Source: an optimization exercise on an open RTL-to-GDS flow (aim: small area, a short achievable clock period and few clock cycles per item). Production flows keep margins and buffers that such runs may drop. In this exercise RTL edits were held to simulation tests only and were not proved equivalent to the original.

File: flow/config.mk
export PLATFORM = sky130hd
export DESIGN_NAME = adsr_tone_synth_mixer_top
export DESIGN_NICKNAME = adsr_tone_synth_mixer_top
export VERILOG_FILES = /design/flow/design.v
export SDC_FILE = /design/flow/constraint.sdc
export NUM_CORES = 4
export LEC_CHECK = 0
export CAP_MARGIN = 20
export CORE_MARGIN = 2
export CORE_UTILIZATION = 30
export SETUP_SLACK_MARGIN = 0.3
export SLEW_MARGIN = 20
export SYNTH_MEMORY_MAX_BITS = 32768
File: flow/design.v
package ats_pkg;
    localparam int CFG_INDEX_W = 4;
    localparam int CFG_DATA_W  = 32;
    localparam logic [CFG_INDEX_W-1:0] REG_TONE_STEP     = 4'd0;
    localparam logic [CFG_INDEX_W-1:0] REG_VIBRATO_STEP  = 4'd1;
    localparam logic [CFG_INDEX_W-1:0] REG_VIBRATO_DEPTH = 4'd2;
    localparam logic [CFG_INDEX_W-1:0] REG_ATTACK_LEN    = 4'd3;
    localparam logic [CFG_INDEX_W-1:0] REG_DECAY_LEN     = 4'd4;
    localparam logic [CFG_INDEX_W-1:0] REG_NOTE_LEN      = 4'd5;
    localparam logic [CFG_INDEX_W-1:0] REG_RELEASE_LEN   = 4'd6;
    localparam logic [CFG_INDEX_W-1:0] REG_CHANNEL_GAINS = 4'd7;
    localparam logic [15:0] ENV_ONE     = 16'd32768;
    localparam logic [15:0] ENV_SUSTAIN = 16'd22938;
    localparam logic [15:0] ENV_DROP    = 16'd9830;
    localparam int QUOT_W = 15;
    localparam logic [2:0] EM_ZERO = 3'd0;
    localparam logic [2:0] EM_SUST = 3'd1;
    localparam logic [2:0] EM_ONE  = 3'd2;
    localparam logic [2:0] EM_ATT  = 3'd3;
    localparam logic [2:0] EM_DEC  = 3'd4;
    localparam logic [2:0] EM_REL  = 3'd5;
endpackage
module ats_sat
(
    input  logic signed [17:0] p_hi,
    input  logic               rnd,
    output logic signed [15:0] q
);
    logic signed [17:0] t;
    always_comb
    begin
        t = p_hi + 18'(rnd);
        if (t > 18'sd32767)
        begin
            q = 16'sd32767;
        end
        else if (t < -18'sd32768)
        begin
            q = -16'sd32768;
        end
        else
        begin
            q = 16'(t);
        end
    end
endmodule
module ats_mix
(
    input  logic signed [15:0] a,
    input  logic signed [15:0] b,
    output logic signed [15:0] y
);
    logic signed [16:0] s, sm, sp;
    always_comb
    begin
        s  = 17'(a) + 17'(b);
        sm = s - 17'sd1;
        sp = s + 17'sd1;
        if (s > 17'sd16384)
        begin
            y = (s > 17'sd32767) ? 16'sd32767 : 16'(sm);
        end
        else if (s < -17'sd16384)
        begin
            y = (s < -17'sd32767) ? -16'sd32767 : 16'(sp);
        end
        else
        begin
            y = 16'(s);
        end
    end
endmodule
module ats_sine_q
(
    input  logic [7:0]  idx,
    output logic [14:0] val
);
    always_comb
    begin
        case (idx)
            8'd0: val = 15'h0000;
            8'd1: val = 15'h00c9;
            8'd2: val = 15'h0192;
            8'd3: val = 15'h025b;
            8'd4: val = 15'h0324;
            8'd5: val = 15'h03ed;
            8'd6: val = 15'h04b6;
            8'd7: val = 15'h057f;
            8'd8: val = 15'h0648;
            8'd9: val = 15'h0711;
            8'd10: val = 15'h07d9;
            8'd11: val = 15'h08a2;
            8'd12: val = 15'h096a;
            8'd13: val = 15'h0a33;
            8'd14: val = 15'h0afb;
            8'd15: val = 15'h0bc4;
            8'd16: val = 15'h0c8c;
            8'd17: val = 15'h0d54;
            8'd18: val = 15'h0e1c;
            8'd19: val = 15'h0ee3;
            8'd20: val = 15'h0fab;
            8'd21: val = 15'h1072;
            8'd22: val = 15'h113a;
            8'd23: val = 15'h1201;
            8'd24: val = 15'h12c8;
            8'd25: val = 15'h138f;
            8'd26: val = 15'h1455;
            8'd27: val = 15'h151c;
            8'd28: val = 15'h15e2;
            8'd29: val = 15'h16a8;
            8'd30: val = 15'h176e;
            8'd31: val = 15'h1833;
            8'd32: val = 15'h18f9;
            8'd33: val = 15'h19be;
            8'd34: val = 15'h1a82;
            8'd35: val = 15'h1b47;
            8'd36: val = 15'h1c0b;
            8'd37: val = 15'h1ccf;
            8'd38: val = 15'h1d93;
            8'd39: val = 15'h1e57;
            8'd40: val = 15'h1f1a;
            8'd41: val = 15'h1fdd;
            8'd42: val = 15'h209f;
            8'd43: val = 15'h2161;
            8'd44: val = 15'h2223;
            8'd45: val = 15'h22e5;
            8'd46: val = 15'h23a6;
            8'd47: val = 15'h2467;
            8'd48: val = 15'h2528;
            8'd49: val = 15'h25e8;
            8'd50: val = 15'h26a8;
            8'd51: val = 15'h2767;
            8'd52: val = 15'h2826;
            8'd53: val = 15'h28e5;
            8'd54: val = 15'h29a3;
            8'd55: val = 15'h2a61;
            8'd56: val = 15'h2b1f;
            8'd57: val = 15'h2bdc;
            8'd58: val = 15'h2c99;
            8'd59: val = 15'h2d55;
            8'd60: val = 15'h2e11;
            8'd61: val = 15'h2ecc;
            8'd62: val = 15'h2f87;
            8'd63: val = 15'h3041;
            8'd64: val = 15'h30fb;
            8'd65: val = 15'h31b5;
            8'd66: val = 15'h326e;
            8'd67: val = 15'h3326;
            8'd68: val = 15'h33df;
            8'd69: val = 15'h3496;
            8'd70: val = 15'h354d;
            8'd71: val = 15'h3604;
            8'd72: val = 15'h36ba;
            8'd73: val = 15'h376f;
            8'd74: val = 15'h3824;
            8'd75: val = 15'h38d9;
            8'd76: val = 15'h398c;
            8'd77: val = 15'h3a40;
            8'd78: val = 15'h3af2;
            8'd79: val = 15'h3ba5;
            8'd80: val = 15'h3c56;
            8'd81: val = 15'h3d07;
            8'd82: val = 15'h3db8;
            8'd83: val = 15'h3e68;
            8'd84: val = 15'h3f17;
            8'd85: val = 15'h3fc5;
            8'd86: val = 15'h4073;
            8'd87: val = 15'h4121;
            8'd88: val = 15'h41ce;
            8'd89: val = 15'h427a;
            8'd90: val = 15'h4325;
            8'd91: val = 15'h43d0;
            8'd92: val = 15'h447a;
            8'd93: val = 15'h4524;
            8'd94: val = 15'h45cd;
            8'd95: val = 15'h4675;
            8'd96: val = 15'h471c;
            8'd97: val = 15'h47c3;
            8'd98: val = 15'h4869;
            8'd99: val = 15'h490f;
            8'd100: val = 15'h49b4;
            8'd101: val = 15'h4a58;
            8'd102: val = 15'h4afb;
            8'd103: val = 15'h4b9d;
            8'd104: val = 15'h4c3f;
            8'd105: val = 15'h4ce0;
            8'd106: val = 15'h4d81;
            8'd107: val = 15'h4e20;
            8'd108: val = 15'h4ebf;
            8'd109: val = 15'h4f5d;
            8'd110: val = 15'h4ffb;
            8'd111: val = 15'h5097;
            8'd112: val = 15'h5133;
            8'd113: val = 15'h51ce;
            8'd114: val = 15'h5268;
            8'd115: val = 15'h5302;
            8'd116: val = 15'h539b;
            8'd117: val = 15'h5432;
            8'd118: val = 15'h54c9;
            8'd119: val = 15'h5560;
            8'd120: val = 15'h55f5;
            8'd121: val = 15'h568a;
            8'd122: val = 15'h571d;
            8'd123: val = 15'h57b0;
            8'd124: val = 15'h5842;
            8'd125: val = 15'h58d3;
            8'd126: val = 15'h5964;
            8'd127: val = 15'h59f3;
            8'd128: val = 15'h5a82;
            8'd129: val = 15'h5b0f;
            8'd130: val = 15'h5b9c;
            8'd131: val = 15'h5c28;
            8'd132: val = 15'h5cb3;
            8'd133: val = 15'h5d3e;
            8'd134: val = 15'h5dc7;
            8'd135: val = 15'h5e4f;
            8'd136: val = 15'h5ed7;
            8'd137: val = 15'h5f5d;
            8'd138: val = 15'h5fe3;
            8'd139: val = 15'h6068;
            8'd140: val = 15'h60eb;
            8'd141: val = 15'h616e;
            8'd142: val = 15'h61f0;
            8'd143: val = 15'h6271;
            8'd144: val = 15'h62f1;
            8'd145: val = 15'h6370;
            8'd146: val = 15'h63ee;
            8'd147: val = 15'h646c;
            8'd148: val = 15'h64e8;
            8'd149: val = 15'h6563;
            8'd150: val = 15'h65dd;
            8'd151: val = 15'h6656;
            8'd152: val = 15'h66cf;
            8'd153: val = 15'h6746;
            8'd154: val = 15'h67bc;
            8'd155: val = 15'h6832;
            8'd156: val = 15'h68a6;
            8'd157: val = 15'h6919;
            8'd158: val = 15'h698b;
            8'd159: val = 15'h69fd;
            8'd160: val = 15'h6a6d;
            8'd161: val = 15'h6adc;
            8'd162: val = 15'h6b4a;
            8'd163: val = 15'h6bb7;
            8'd164: val = 15'h6c23;
            8'd165: val = 15'h6c8e;
            8'd166: val = 15'h6cf8;
            8'd167: val = 15'h6d61;
            8'd168: val = 15'h6dc9;
            8'd169: val = 15'h6e30;
            8'd170: val = 15'h6e96;
            8'd171: val = 15'h6efb;
            8'd172: val = 15'h6f5e;
            8'd173: val = 15'h6fc1;
            8'd174: val = 15'h7022;
            8'd175: val = 15'h7083;
            8'd176: val = 15'h70e2;
            8'd177: val = 15'h7140;
            8'd178: val = 15'h719d;
            8'd179: val = 15'h71f9;
            8'd180: val = 15'h7254;
            8'd181: val = 15'h72ae;
            8'd182: val = 15'h7307;
            8'd183: val = 15'h735e;
            8'd184: val = 15'h73b5;
            8'd185: val = 15'h740a;
            8'd186: val = 15'h745f;
            8'd187: val = 15'h74b2;
            8'd188: val = 15'h7504;
            8'd189: val = 15'h7555;
            8'd190: val = 15'h75a5;
            8'd191: val = 15'h75f3;
            8'd192: val = 15'h7641;
            8'd193: val = 15'h768d;
            8'd194: val = 15'h76d8;
            8'd195: val = 15'h7722;
            8'd196: val = 15'h776b;
            8'd197: val = 15'h77b3;
            8'd198: val = 15'h77fa;
            8'd199: val = 15'h783f;
            8'd200: val = 15'h7884;
            8'd201: val = 15'h78c7;
            8'd202: val = 15'h7909;
            8'd203: val = 15'h794a;
            8'd204: val = 15'h7989;
            8'd205: val = 15'h79c8;
            8'd206: val = 15'h7a05;
            8'd207: val = 15'h7a41;
            8'd208: val = 15'h7a7c;
            8'd209: val = 15'h7ab6;
            8'd210: val = 15'h7aee;
            8'd211: val = 15'h7b26;
            8'd212: val = 15'h7b5c;
            8'd213: val = 15'h7b91;
            8'd214: val = 15'h7bc5;
            8'd215: val = 15'h7bf8;
            8'd216: val = 15'h7c29;
            8'd217: val = 15'h7c59;
            8'd218: val = 15'h7c88;
            8'd219: val = 15'h7cb6;
            8'd220: val = 15'h7ce3;
            8'd221: val = 15'h7d0e;
            8'd222: val = 15'h7d39;
            8'd223: val = 15'h7d62;
            8'd224: val = 15'h7d89;
            8'd225: val = 15'h7db0;
            8'd226: val = 15'h7dd5;
            8'd227: val = 15'h7dfa;
            8'd228: val = 15'h7e1d;
            8'd229: val = 15'h7e3e;
            8'd230: val = 15'h7e5f;
            8'd231: val = 15'h7e7e;
            8'd232: val = 15'h7e9c;
            8'd233: val = 15'h7eb9;
            8'd234: val = 15'h7ed5;
            8'd235: val = 15'h7eef;
            8'd236: val = 15'h7f09;
            8'd237: val = 15'h7f21;
            8'd238: val = 15'h7f37;
            8'd239: val = 15'h7f4d;
            8'd240: val = 15'h7f61;
            8'd241: val = 15'h7f74;
            8'd242: val = 15'h7f86;
            8'd243: val = 15'h7f97;
            8'd244: val = 15'h7fa6;
            8'd245: val = 15'h7fb4;
            8'd246: val = 15'h7fc1;
            8'd247: val = 15'h7fcd;
            8'd248: val = 15'h7fd8;
            8'd249: val = 15'h7fe1;
            8'd250: val = 15'h7fe9;
            8'd251: val = 15'h7ff0;
            8'd252: val = 15'h7ff5;
            8'd253: val = 15'h7ff9;
            8'd254: val = 15'h7ffd;
            8'd255: val = 15'h7ffe;
            default: val = 15'h0000;
        endcase
    end
endmodule
module ats_sine_rom
(
    input  logic [9:0]  addr,
    output logic [15:0] data
);
    logic [7:0]  i;
    logic [14:0] qv;
    logic [15:0] mag;
    assign i = addr[8] ? (8'd0 - addr[7:0]) : addr[7:0];
    ats_sine_q u_q
    (
        .idx (i),
        .val (qv)
    );
    assign mag  = (addr[8] && addr[7:0] == 8'd0) ? 16'd32767 : {1'b0, qv};
    assign data = addr[9] ? (16'd0 - mag) : mag;
endmodule
module ats_divider
#(
    parameter int STEPS = 4
)
(
    input  logic [23:0]      den,
    input  logic [23:0]      r_in,
    input  logic [STEPS-1:0] bits,
    output logic [23:0]      r_out,
    output logic [STEPS-1:0] q
);
    logic [23:0] r [STEPS+1];
    assign r[0] = r_in;
    for (genvar k = 0; k < STEPS; k++)
    begin : g_step
        logic [24:0] t;
        logic [25:0] d;
        assign t = {r[k], bits[STEPS-1-k]};
        assign d = {1'b0, t} - {2'b0, den};
        assign q[STEPS-1-k] = !d[25];
        assign r[k+1] = d[25] ? t[23:0] : d[23:0];
    end
    assign r_out = r[STEPS];
endmodule
import ats_pkg::*;
module adsr_tone_synth_mixer_top
(
    input  logic                   clk,
    input  logic                   rst_n,
    input  logic                   cfg_we,
    input  logic [CFG_INDEX_W-1:0] cfg_index,
    input  logic [CFG_DATA_W-1:0]  cfg_data,
    input  logic                   in_valid,
    output logic                   in_ready,
    input  logic [31:0]            in_sample_position,
    input  logic                   in_note_start,
    input  logic                   in_square_wave,
    input  logic signed [15:0]     in_prior_left,
    input  logic signed [15:0]     in_prior_right,
    output logic                   out_valid,
    input  logic                   out_ready,
    output logic signed [15:0]     out_mixed_left,
    output logic signed [15:0]     out_mixed_right
);
    localparam int NS = 10;    
    logic [31:0] tone_step_reg, vib_step_reg;
    logic [15:0] vib_depth_reg;
    logic [23:0] attack_reg, decay_reg, note_len_reg, release_reg;
    logic [31:0] gains_reg;
    logic [31:0] origin_reg;
    logic          adv;
    logic [NS-1:0] vld;
    logic          ov, kv;
    logic [31:0]   o_reg, k_reg;
    logic accept;
    assign accept   = adv && in_valid;
    assign in_ready = adv;
    logic [31:0]        pos0;
    logic               sq0;
    logic signed [15:0] pl0, pr0;
    logic [9:0]         vidx1;
    logic [31:0]        tph1;
    logic [31:0]        n1;
    logic               sq1;
    logic signed [15:0] pl1, pr1;
    logic [31:0] vph_c, tph_c, n_c;
    assign vph_c = vib_step_reg * pos0;
    assign tph_c = tone_step_reg * pos0;
    assign n_c   = pos0 - origin_reg;
    logic signed [15:0] vs2;
    logic [31:0]        tph2;
    logic [2:0]         em2;
    logic [23:0]        x2;
    logic               sq2;
    logic signed [15:0] pl2, pr2;
    logic [15:0] vs_c;
    ats_sine_rom u_rom_v
    (
        .addr (vidx1),
        .data (vs_c)
    );
    logic [33:0] n_x, a_x, d_x, l_x, r_x;
    logic [2:0]  em_c;
    logic [23:0] x_c;
    assign n_x = 34'(n1);
    assign a_x = 34'(attack_reg);
    assign d_x = 34'(decay_reg);
    assign l_x = 34'(note_len_reg);
    assign r_x = 34'(release_reg);
    always_comb
    begin
        em_c = EM_ONE;
        x_c  = n1[23:0];
        if (n_x >= l_x + r_x)
        begin
            em_c = EM_ZERO;
        end
        else if (a_x != 0 && n_x < a_x)
        begin
            em_c = EM_ATT;
            x_c  = n1[23:0];
        end
        else if (d_x != 0 && n_x < a_x + d_x)
        begin
            em_c = EM_DEC;
            x_c  = 24'(n_x - a_x);
        end
        else if (d_x != 0 && n_x < l_x)
        begin
            em_c = EM_SUST;
        end
        else if (r_x != 0 && n_x >= l_x)
        begin
            em_c = EM_REL;
            x_c  = 24'(l_x + r_x - n_x);
        end
    end
    logic [9:0]         tidx3;
    logic [2:0]         em3;
    logic [23:0]        r3;
    logic [14:0]        nl3;
    logic               sq3;
    logic signed [15:0] pl3, pr3;
    logic signed [31:0] voff_c;
    logic [31:0]        tsum_c;
    logic [38:0]        nd_c, num_c;
    assign voff_c = $signed({16'd0, vib_depth_reg}) * 32'(vs2);
    assign tsum_c = tph2 + {voff_c[30:0], 1'b0};
    assign nd_c   = 39'(x2) * 39'(ENV_DROP);
    always_comb
    begin
        case (em2)
            EM_DEC:  num_c = nd_c;
            EM_REL:  num_c = {x2, 15'd0} - nd_c;
            default: num_c = {x2, 15'd0};
        endcase
    end
    logic signed [15:0] w4, w5, w6, w7;
    logic [2:0]         em4, em5, em6;
    logic [23:0]        r4, r5, r6;
    logic [10:0]        nl4;
    logic [6:0]         nl5;
    logic [2:0]         nl6;
    logic [3:0]         q4;
    logic [7:0]         q5;
    logic [11:0]        q6;
    logic [15:0]        e7;
    logic signed [15:0] pl4, pr4, pl5, pr5, pl6, pr6, pl7, pr7;
    logic [15:0] tw_c;
    ats_sine_rom u_rom_t
    (
        .addr (tidx3),
        .data (tw_c)
    );
    logic signed [15:0] w_c;
    assign w_c = !sq3 ? $signed(tw_c) : (($signed(tw_c) > 16'sd0) ? 16'sd32767 : -16'sd32767);
    logic [23:0] den3, den4, den5, den6;
    assign den3 = (em3 == EM_ATT) ? attack_reg : ((em3 == EM_DEC) ? decay_reg : release_reg);
    assign den4 = (em4 == EM_ATT) ? attack_reg : ((em4 == EM_DEC) ? decay_reg : release_reg);
    assign den5 = (em5 == EM_ATT) ? attack_reg : ((em5 == EM_DEC) ? decay_reg : release_reg);
    assign den6 = (em6 == EM_ATT) ? attack_reg : ((em6 == EM_DEC) ? decay_reg : release_reg);
    logic [23:0] r4_c, r5_c, r6_c, r7_c;
    logic [3:0]  q4_c, q5_c, q6_c;
    logic [2:0]  q7_c;
    ats_divider #(.STEPS(4)) u_div4 (.den(den3), .r_in(r3), .bits(nl3[14:11]), .r_out(r4_c), .q(q4_c));
    ats_divider #(.STEPS(4)) u_div5 (.den(den4), .r_in(r4), .bits(nl4[10:7]),  .r_out(r5_c), .q(q5_c));
    ats_divider #(.STEPS(4)) u_div6 (.den(den5), .r_in(r5), .bits(nl5[6:3]),   .r_out(r6_c), .q(q6_c));
    ats_divider #(.STEPS(3)) u_div7 (.den(den6), .r_in(r6), .bits(nl6[2:0]),   .r_out(r7_c), .q(q7_c));
    logic [14:0] quot_c;
    logic [15:0] e_c;
    assign quot_c = {q6, q7_c};
    always_comb
    begin
        case (em6)
            EM_ZERO: e_c = 16'd0;
            EM_SUST: e_c = ENV_SUSTAIN;
            EM_ATT:  e_c = {1'b0, quot_c};
            EM_DEC:  e_c = ENV_ONE - {1'b0, quot_c};
            EM_REL:  e_c = {1'b0, quot_c};
            default: e_c = ENV_ONE;
        endcase
    end
    logic signed [31:0] we8;
    logic signed [15:0] pl8, pr8;
    logic signed [32:0] we_c;
    assign we_c = $signed(w7) * $signed({1'b0, e7});
    logic signed [17:0] hl9, hr9;
    logic               rl9, rr9;
    logic signed [15:0] pl9, pr9;
    logic signed [48:0] gl_c, gr_c;
    assign gl_c = $signed(we8) * $signed({1'b0, gains_reg[15:0]});
    assign gr_c = $signed(we8) * $signed({1'b0, gains_reg[31:16]});
    logic signed [15:0] tl_c, tr_c, ml_c, mr_c;
    ats_sat u_sat_l (.p_hi(hl9), .rnd(rl9), .q(tl_c));
    ats_sat u_sat_r (.p_hi(hr9), .rnd(rr9), .q(tr_c));
    ats_mix u_mix_l (.a(tl_c), .b(pl9), .y(ml_c));
    ats_mix u_mix_r (.a(tr_c), .b(pr9), .y(mr_c));
    logic        push, pop;
    logic [31:0] x_res;
    logic        ov_n, kv_n;
    assign push  = adv && vld[NS-1];
    assign pop   = ov && out_ready;
    assign x_res = {ml_c, mr_c};
    always_comb
    begin
        if (ov && !pop)
        begin
            ov_n = 1'b1;
            kv_n = kv || push;
        end
        else
        begin
            ov_n = kv || push;
            kv_n = kv && push;
        end
    end
    always_ff @(posedge clk)
    begin
        if (ov && !pop)
        begin
            if (!kv)
            begin
                k_reg <= x_res;
            end
        end
        else
        begin
            o_reg <= kv ? k_reg : x_res;
            k_reg <= x_res;
        end
    end
    assign out_valid       = ov;
    assign out_mixed_left  = o_reg[31:16];
    assign out_mixed_right = o_reg[15:0];
    always_ff @(posedge clk or negedge rst_n)
    begin
        if (!rst_n)
        begin
            adv           <= 1'b1;
            vld           <= '0;
            ov            <= 1'b0;
            kv            <= 1'b0;
            origin_reg    <= '0;
            tone_step_reg <= '0;
            vib_step_reg  <= '0;
            vib_depth_reg <= '0;
            attack_reg    <= '0;
            decay_reg     <= '0;
            note_len_reg  <= '0;
            release_reg   <= '0;
            gains_reg     <= '0;
        end
        else
        begin
            ov  <= ov_n;
            kv  <= kv_n;
            adv <= !(ov_n && kv_n);
            if (adv)
            begin
                vld <= {vld[NS-2:0], in_valid};
            end
            if (accept && in_note_start)
            begin
                origin_reg <= in_sample_position;
            end
            if (cfg_we)
            begin
                case (cfg_index)
                    REG_TONE_STEP:     tone_step_reg <= cfg_data;
                    REG_VIBRATO_STEP:  vib_step_reg  <= cfg_data;
                    REG_VIBRATO_DEPTH: vib_depth_reg <= cfg_data[15:0];
                    REG_ATTACK_LEN:    attack_reg    <= cfg_data[23:0];
                    REG_DECAY_LEN:     decay_reg     <= cfg_data[23:0];
                    REG_NOTE_LEN:      note_len_reg  <= cfg_data[23:0];
                    REG_RELEASE_LEN:   release_reg   <= cfg_data[23:0];
                    REG_CHANNEL_GAINS: gains_reg     <= cfg_data;
                    default:
                    begin
                    end
                endcase
            end
        end
    end
    always_ff @(posedge clk)
    begin
        if (adv)
        begin
            pos0  <= in_sample_position;
            sq0   <= in_square_wave;
            pl0   <= in_prior_left;
            pr0   <= in_prior_right;
            vidx1 <= vph_c[31:22];
            tph1  <= tph_c;
            n1    <= n_c;
            sq1   <= sq0;
            pl1   <= pl0;
            pr1   <= pr0;
            vs2   <= $signed(vs_c);
            tph2  <= tph1;
            em2   <= em_c;
            x2    <= x_c;
            sq2   <= sq1;
            pl2   <= pl1;
            pr2   <= pr1;
            tidx3 <= tsum_c[31:22];
            em3   <= em2;
            r3    <= num_c[38:15];
            nl3   <= num_c[14:0];
            sq3   <= sq2;
            pl3   <= pl2;
            pr3   <= pr2;
            w4    <= w_c;
            em4   <= em3;
            r4    <= r4_c;
            nl4   <= nl3[10:0];
            q4    <= q4_c;
            pl4   <= pl3;
            pr4   <= pr3;
            w5    <= w4;
            em5   <= em4;
            r5    <= r5_c;
            nl5   <= nl4[6:0];
            q5    <= {q4, q5_c};
            pl5   <= pl4;
            pr5   <= pr4;
            w6    <= w5;
            em6   <= em5;
            r6    <= r6_c;
            nl6   <= nl5[2:0];
            q6    <= {q5, q6_c};
            pl6   <= pl5;
            pr6   <= pr5;
            w7    <= w6;
            e7    <= e_c;
            pl7   <= pl6;
            pr7   <= pr6;
            we8   <= we_c[31:0];
            pl8   <= pl7;
            pr8   <= pr7;
            hl9   <= gl_c[47:30];
            rl9   <= gl_c[47] && (gl_c[29:0] != 30'd0);
            hr9   <= gr_c[47:30];
            rr9   <= gr_c[47] && (gr_c[29:0] != 30'd0);
            pl9   <= pl8;
            pr9   <= pr8;
        end
    end
endmodule
File: flow/run.sh
#!/bin/bash
# synth_recipe.tcl (not shown) runs the flow's synth.tcl, then flattens the netlist and writes it again
# the make line also repeats each setting of config.mk as NAME=value (left out here)
make -C /OpenROAD-flow-scripts/flow DESIGN_CONFIG=/design/flow/config.mk WORK_HOME=/design/flow/orfs CLKGATE_MAP_FILE= SYNTH_SCRIPT=/design/flow/synth_recipe.tcl finish
File: flow/constraint.sdc
create_clock -name core_clock -period 20.0 [get_ports {clk}]
set_input_delay 4.0000 -clock core_clock [delete_from_list [all_inputs] [get_ports {clk}]]
set_output_delay 4.0000 -clock core_clock [all_outputs]
set_load 0.01 [all_outputs]
==> run_results.csv <==
group,metric,value,unit
placement,place_area,0.180,mm²
placement,dp_slack,3.65,ns
clock_network,clock-sinks,1144,
grt,grt_max_degree,100,
sta,slew_headroom,23.7,%
sta,finalSetupTns,0,ns
setup_path,arrival,17.30,ns
floorplanning,rows,276,
synthesis,synth_cells,18800,
clock_network,clockBufferDepth,4,
floorplanning,die_width,756,µm
sta,tightest_slew,1.13,ns
run_status,status,"complete, no violations",
setup_path,path_max_fanout,36,
finish,final_common_cell,"inv_1",
routing,highest_layer,"met5",
sta,setup_viol,0,
synthesis,synth-async-reset-ratio,22.1,%
clock_network,clk_pin_slew,0.07,ns
setup_path,cp.required,20.67,ns
finish,finalNetCount,22500,
routing,viasPerCell,5.01,
routing,first_iter_violations,10400,
sta,hold_violations,0,
finish,fin_area,0.185,mm²
sta,hold_ws,0.392,ns
routing,met3_wirelength,40200,µm
synthesis,yosysUniqueCellTypes,110,
synthesis,syn_area_per_cell,9.02,µm²
placement,hpwlAfterDp,386000,µm
setup_path,cp_slowest_cell,"and2_1",
grt,gr-usage-all-layers,17.6,%
routing,dr_total_vias,131000,
clock_network,insertion_delay,0.91,ns
clock_network,cts_max_level,4,
placement,post-place-cells,25900,
min_path,min_path_type,"reg -> reg",
setup_path,cpMostUsedCell,"o21ai_0",
finish,stdcell_count,26200,
routing,met1_length,227000,µm
clock_network,holdBufCountCts,0,
sta,setup_ws,3.36,ns
grt,grt_pass1_wl,792000,µm
finish,layout-drive-gt1-share,5.45,%
sta,skew,0.124,ns
setup_path,worstSetupEndpointType,"register",
floorplanning,core-area,0.565,mm²
routing,met2_length,224000,µm
grt,grt_pass1_vias,134000,
grt,grt.overflow.total,0,
floorplanning,initial_core_util,30.1,%
finish,layout_common_cells,"3265 x inv_1, 2487 x nand2_1, 2287 x fa_1",
placement,io_buffers,140,
synthesis,synth_nets,22700,
synthesis,syn_area,0.170,mm²
sta,drv_slew,0,
placement,gp_congestion,0.934,
synthesis,synth_edf_count,859,
clock_network,cts_tree,"yes",
synthesis,synthFlopType,"edfxtp_1",
setup_path,slowest_delay,0.84,ns
floorplanning,fp.dieH,756,µm
finish,synthToLayoutAreaGrowth,8.78,%
synthesis,synth_seq_area_share,19.3,%
routing,routedWlPerCell,19.4,µm
clock_network,cts_buffers,142,
clock_network,cts_setup_buffers,0,
routing,final_antenna_net_count,0,
routing,drcViolationCount,0,
floorplanning,ios,141,
floorplanning,die-area,0.572,mm²
finish,postLayoutCoreUtil,32.7,%
clock_network,ctsResizeCount,0,
finish,regArea,0.0328,mm²
sta,period_needed,16.64,ns
sta,fmax,60.1,MHz
sta,rsz0062_at_grt,"false",
routing,dr.pass1.iters,6,
flow_run,cap_violations,0,
setup_path,worstSetupPathType,"reg -> reg",
sta,finalCritPeriodShare,83.2,%
routing,routed_wl,509000,µm
finish,nFillCells,58400,
finish,multiInputGateArea,0.122,mm²
synthesis,yosys_warnings,8,
clock_network,clock-root-buffer,"clkbuf_16",
synthesis,synth_seq_cells,1144,
grt,antenna_found_initial,41,
setup_path,cp-start-kind,"register",
[cell families after synthesis]
kind of cell               count (synthesis)  synth area share (%)
and+or+nand+nor                         5377                  14.7
buffers and inverters                   4129                  9.16
adders and majority gates               3777                  37.9
AOI/OAI and AO/OA                       3180                  11.9
DFF                                     1144                  19.3
xor gates and xnor gates                 823                  4.24
muxes                                    407                  2.72
[synthesized netlist by cell type, drive strengths merged (114+ instances only)]
cell / number / area share, %
inv: 3274 / 7.2
nand2: 2488 / 5.5
fa: 2287 / 27
ha: 1479 / 11
and2: 977 / 3.6
a21oi: 882 / 2.6
edfxtp: 859 / 15
nor2: 850 / 1.9
o21ai: 787 / 2.3
clkbuf: 760 / 1.7
xnor2: 591 / 3.0
mux2: 313 / 2.1
a21o: 279 / 1.2
dfrtp: 252 / 3.7
xor2: 232 / 1.2
nand3: 200 / 0.59
nor3: 187 / 0.55
nand2b: 137 / 0.50
o211ai: 131 / 0.58
o21bai: 131 / 0.58
nor2b: 128 / 0.47
a31oi: 114 / 0.42
[worst paths after layout]
check                             from               end  slack (ns)  depth (start not counted)
worst min-delay path            pr6[3]            pr7[3]        0.39                          0
max in group asynchronous        rst_n  note_len_reg[22]       14.33                          4
worst max register to register  em3[0]            r4[21]        3.36                         58
worst max-delay path            em3[0]            r4[21]        3.36                         58
min in group asynchronous        rst_n                ov        3.02                          1
worst min register to register  pr6[3]            pr7[3]        0.39                          0
[worst max-delay path, delay by kind of cell (launching register included)]
| family | cells | cell delay (ns) |
|---|---|---|
| compound gates | 26 | 7.69 |
| simple gates | 15 | 3.25 |
| buf+inv | 8 | 2.24 |
| fa+ha+maj | 5 | 1.75 |
| mux | 3 | 0.67 |
| flops | 1 | 0.66 |
| xor+xnor | 1 | 0.09 |
[layout make-up]
type                            instances  area share, %
Antenna cell                           19         0.0257
Clock buffer                          165           2.02
Clock inverter                         90          0.519
Inverter                             3285           6.67
Multi-Input combinational cell      13600           65.9
Sequential cell                      1144           17.7
Tap cell                             7506           5.08
Timing Repair Buffer                  448           2.01
[layer usage]
metal / global-route usage [%] / up-vias
li1: - / 60500
met1: 24.0 / 65600
met2: 27.6 / 4311
met3: 3.86 / 849
met4: 5.50 / 30
met5: 0 / -
Testbench counts, summed over its fixed seeds: cycles 4,352, items 3,072.

==> separate check: timing with driven ports <==
In the flow no input, the clock included, has a driving cell. The finished layout below was timed again as built, in two steps.
Step 1 sets driving cells, clkbuf_16 on the clock port and buf_2 on the other inputs (assumed; they add their load-dependent delay and slew).
Step 2 times the ports against the registers' clock, not the clock port: input delays grow and output delays shrink by t, the midpoint of the rising clock arrivals with the driver on.
Three values: ideal, step 1, step 2; two values: the first two.
shift t [ns]: 0.968
setup WS [ns]: 3.363 / 3.363 / 3.363
hold WS [ns]: 0.392 / 0.392 / 0.392
pins driven straight from the clock port: 1
After both steps this run still meets setup and hold. The setup slack of this run moves by 0.000 ns with the drivers and by 0.000 ns with both steps.
